This design comes from an exercise in tuning for small area, a short achievable clock period and few clock cycles on the open sky130 flow, not from production work. At most, simulation tests tie the RTL to the original design; equivalence was not proved. Power is estimated from default activity; no workload was simulated.

== the previous run ==
==> module mvm_mac, before the edit <==
module mvm_mac
(
    input  logic                      clk,
    input  logic                      rst_n,
    input  logic                      e_mat,
    input  logic [VALUE_W-1:0]        e_value,
    input  logic [VALUE_W-1:0]        e_x,
    input  logic                      e_first,
    input  logic                      e_emit,
    input  logic [ROW_W-1:0]          res_row,
    input  logic                      res_last,
    output logic                      out_valid,
    input  logic                      out_ready,
    output logic [VALUE_W-1:0]        row_sum,
    output logic [ROW_W-1:0]          row_number,
    output logic                      last
);
    localparam int ND = VALUE_W / 2;      
    logic [VALUE_W-1:0]        op_a_reg;
    logic [ND-1:0]             op_one_reg, op_two_reg, op_neg_reg;
    logic                      op_first_reg, op_emit_reg;
    logic [3:0][PROD_W-1:0]    part_reg;
    logic                      part_first_reg, part_emit_reg;
    logic [PROD_W-1:0]         prod_reg;
    logic                      prod_first_reg, prod_emit_reg;
    logic [PROD_W-1:0]         acc_reg, acc_next;
    logic                      out_valid_reg;
    logic [VALUE_W-1:0]        row_sum_reg, row_sum_next;
    logic [ROW_W-1:0]          row_number_reg;
    logic                      last_reg;
    logic [VALUE_W:0]          xb;
    logic [ND-1:0]             one, two, neg;
    logic [3:0][PROD_W-1:0]    part;
    logic [PROD_W-1:0]         fin0, fin1;
    logic [PROD_W-1:0]         acc_base;
    logic [PROD_W:0]           acc_wide;
    logic                      ovf;
    always_comb
    begin
        xb = {e_x, 1'b0};
        for (int i = 0; i < ND; i++)
        begin
            one[i] = xb[2*i+1] ^ xb[2*i];
            two[i] = (xb[2*i+2] & ~xb[2*i+1] & ~xb[2*i]) | (~xb[2*i+2] & xb[2*i+1] & xb[2*i]);
            neg[i] = xb[2*i+2];
        end
    end
    mvm_mul_tree u_tree (
        .a   (op_a_reg),
        .one (op_one_reg),
        .two (op_two_reg),
        .neg (op_neg_reg),
        .r0  (part[0]),
        .r1  (part[1]),
        .r2  (part[2]),
        .r3  (part[3])
    );
    mvm_mul_fin u_fin (
        .r0 (part_reg[0]),
        .r1 (part_reg[1]),
        .r2 (part_reg[2]),
        .r3 (part_reg[3]),
        .s0 (fin0),
        .s1 (fin1)
    );
    always_ff @(posedge clk or negedge rst_n)
    begin
        if (!rst_n)
        begin
            op_emit_reg   <= 1'b0;
            part_emit_reg <= 1'b0;
            prod_emit_reg <= 1'b0;
            out_valid_reg <= 1'b0;
        end
        else
        begin
            op_emit_reg   <= e_mat && e_emit;
            part_emit_reg <= op_emit_reg;
            prod_emit_reg <= part_emit_reg;
            out_valid_reg <= prod_emit_reg || (out_valid_reg && !out_ready);
        end
    end
    always_ff @(posedge clk)
    begin
        op_a_reg       <= e_mat ? e_value : '0;
        op_one_reg     <= one;
        op_two_reg     <= two;
        op_neg_reg     <= neg;
        op_first_reg   <= e_mat && e_first;
        part_reg       <= part;
        part_first_reg <= op_first_reg;
        prod_reg       <= fin0 + fin1;
        prod_first_reg <= part_first_reg;
        acc_reg        <= acc_next;
    end
    always_comb
    begin
        acc_base = prod_first_reg ? '0 : acc_reg;
        acc_wide = {acc_base[PROD_W-1], acc_base} + {prod_reg[PROD_W-1], prod_reg};
        ovf      = acc_wide[PROD_W] != acc_wide[PROD_W-1];
        if (ovf)
            acc_next = acc_wide[PROD_W] ? {1'b1, {(PROD_W-1){1'b0}}}
                                        : {1'b0, {(PROD_W-1){1'b1}}};
        else
            acc_next = acc_wide[PROD_W-1:0];
        if (ovf)
            row_sum_next = acc_wide[PROD_W] ? {1'b1, {(VALUE_W-1){1'b0}}}
                                            : {1'b0, {(VALUE_W-1){1'b1}}};
        else if (acc_wide[PROD_W-1:VALUE_W+FRAC_W-1] == '0 || acc_wide[PROD_W-1:VALUE_W+FRAC_W-1] == '1)
            row_sum_next = acc_wide[VALUE_W+FRAC_W-1:FRAC_W];
        else
            row_sum_next = acc_wide[PROD_W-1] ? {1'b1, {(VALUE_W-1){1'b0}}}
                                              : {1'b0, {(VALUE_W-1){1'b1}}};
    end
    always_ff @(posedge clk)
    begin
        if (prod_emit_reg)
        begin
            row_sum_reg    <= row_sum_next;
            row_number_reg <= res_row;
            last_reg       <= res_last;
        end
    end
    assign out_valid  = out_valid_reg;
    assign row_sum    = row_sum_reg;
    assign row_number = row_number_reg;
    assign last       = last_reg;
endmodule
export LEC_CHECK = 0
export CAP_MARGIN = 20
export CORE_MARGIN = 2
export CORE_UTILIZATION = 45
export PLACE_DENSITY = 0.6
export SETUP_SLACK_MARGIN = 5
export SLEW_MARGIN = 20
create_clock -name core_clock -period 9.0 [get_ports {clk}]
run.sh (not shown) runs the stock make flow with config.mk's settings and CLKGATE_MAP_FILE= SYNTH_SCRIPT=/design/flow/synth_recipe.tcl, a recipe that flattens the netlist after the stock synthesis.
Input changes introduced in the current run (baseline for comparison: the previous run):
diff --git a/flow/design.v b/flow/design.v
--- a/flow/design.v
+++ b/flow/design.v
@@ -229,23 +229,24 @@
     logic                      op_first_reg, op_emit_reg;
     logic [3:0][PROD_W-1:0]    part_reg;
     logic                      part_first_reg, part_emit_reg;
     logic [PROD_W-1:0]         prod_reg;
     logic                      prod_first_reg, prod_emit_reg;
     logic [PROD_W-1:0]         acc_reg, acc_next;
+    logic                      fin_emit_reg;
     logic                      out_valid_reg;
     logic [VALUE_W-1:0]        row_sum_reg, row_sum_next;
     logic [ROW_W-1:0]          row_number_reg;
     logic                      last_reg;
     logic [VALUE_W:0]          xb;
     logic [ND-1:0]             one, two, neg;
     logic [3:0][PROD_W-1:0]    part;
     logic [PROD_W-1:0]         fin0, fin1;
     logic [PROD_W-1:0]         acc_base;
     logic [PROD_W:0]           acc_wide;
-    logic                      ovf;
+    logic [PROD_W-FRAC_W-1:0]  acc_shift;
     always_comb
     begin
         xb = {e_x, 1'b0};
         for (int i = 0; i < ND; i++)
         begin
             one[i] = xb[2*i+1] ^ xb[2*i];
@@ -275,20 +276,22 @@
     begin
         if (!rst_n)
         begin
             op_emit_reg   <= 1'b0;
             part_emit_reg <= 1'b0;
             prod_emit_reg <= 1'b0;
+            fin_emit_reg  <= 1'b0;
             out_valid_reg <= 1'b0;
         end
         else
         begin
             op_emit_reg   <= e_mat && e_emit;
             part_emit_reg <= op_emit_reg;
             prod_emit_reg <= part_emit_reg;
-            out_valid_reg <= prod_emit_reg || (out_valid_reg && !out_ready);
+            fin_emit_reg  <= prod_emit_reg;
+            out_valid_reg <= fin_emit_reg || (out_valid_reg && !out_ready);
         end
     end
     always_ff @(posedge clk)
     begin
         op_a_reg       <= e_mat ? e_value : '0;
         op_one_reg     <= one;
@@ -302,30 +305,30 @@
         acc_reg        <= acc_next;
     end
     always_comb
     begin
         acc_base = prod_first_reg ? '0 : acc_reg;
         acc_wide = {acc_base[PROD_W-1], acc_base} + {prod_reg[PROD_W-1], prod_reg};
-        ovf      = acc_wide[PROD_W] != acc_wide[PROD_W-1];
-        if (ovf)
+        if (acc_wide[PROD_W] != acc_wide[PROD_W-1])
             acc_next = acc_wide[PROD_W] ? {1'b1, {(PROD_W-1){1'b0}}}
                                         : {1'b0, {(PROD_W-1){1'b1}}};
         else
             acc_next = acc_wide[PROD_W-1:0];
-        if (ovf)
-            row_sum_next = acc_wide[PROD_W] ? {1'b1, {(VALUE_W-1){1'b0}}}
-                                            : {1'b0, {(VALUE_W-1){1'b1}}};
-        else if (acc_wide[PROD_W-1:VALUE_W+FRAC_W-1] == '0 || acc_wide[PROD_W-1:VALUE_W+FRAC_W-1] == '1)
-            row_sum_next = acc_wide[VALUE_W+FRAC_W-1:FRAC_W];
+    end
+    always_comb
+    begin
+        acc_shift = acc_reg[PROD_W-1:FRAC_W];
+        if (acc_shift[PROD_W-FRAC_W-1:VALUE_W-1] == '0 || acc_shift[PROD_W-FRAC_W-1:VALUE_W-1] == '1)
+            row_sum_next = acc_shift[VALUE_W-1:0];
         else
-            row_sum_next = acc_wide[PROD_W-1] ? {1'b1, {(VALUE_W-1){1'b0}}}
-                                              : {1'b0, {(VALUE_W-1){1'b1}}};
+            row_sum_next = acc_shift[PROD_W-FRAC_W-1] ? {1'b1, {(VALUE_W-1){1'b0}}}
+                                                      : {1'b0, {(VALUE_W-1){1'b1}}};
     end
     always_ff @(posedge clk)
     begin
-        if (prod_emit_reg)
+        if (fin_emit_reg)
         begin
             row_sum_reg    <= row_sum_next;
             row_number_reg <= res_row;
             last_reg       <= res_last;
         end
     end
Notes after the runs:
The current run reached the final stage; the timing, DRC and antenna checks on its layout passed.
Delta (the current run minus the previous run): clock power up about 4%; total power down about 20%; sequential element share of the synthesized area flat.
Between the current run and the previous run, the die area figures differ only marginally.
Going from the previous run to the current run, hold slack grows by 0.0055 ns.
~same area occupied by registers in the current run and the previous run
Testbench counts of the current run, summed over its fixed seeds: cycles 167,162.
No functional check of the RTL was part of the previous run.

## what the ideal ports hide
How much do the figures lean on ideal ports? The routed layouts below were timed once more, with nothing changed but the port constraints. Step 1: set_driving_cell puts a clkbuf_16 on clk and a buf_2 on each other input, an assumption about the parent block. Step 2 moves the port delays by t, midway between the first and last clock arrival at a register: inputs arrive t later, outputs are due t later. That takes back most of the time a late clock gives input paths. Slacks: ideal / step 1 / step 2; pairs: ideal / step 1.
run	t (ns)	slack for setup (ns)	worst register clock-pin slew, ns	worst data-port slew with drivers (ns)
the previous run	0.987	4.187 / 4.187 / 4.187	0.07 / 0.07	0.12
the current run	1.006	4.257 / 4.257 / 4.257	0.07 / 0.07	0.12
After both steps setup and hold are still met in every run listed.
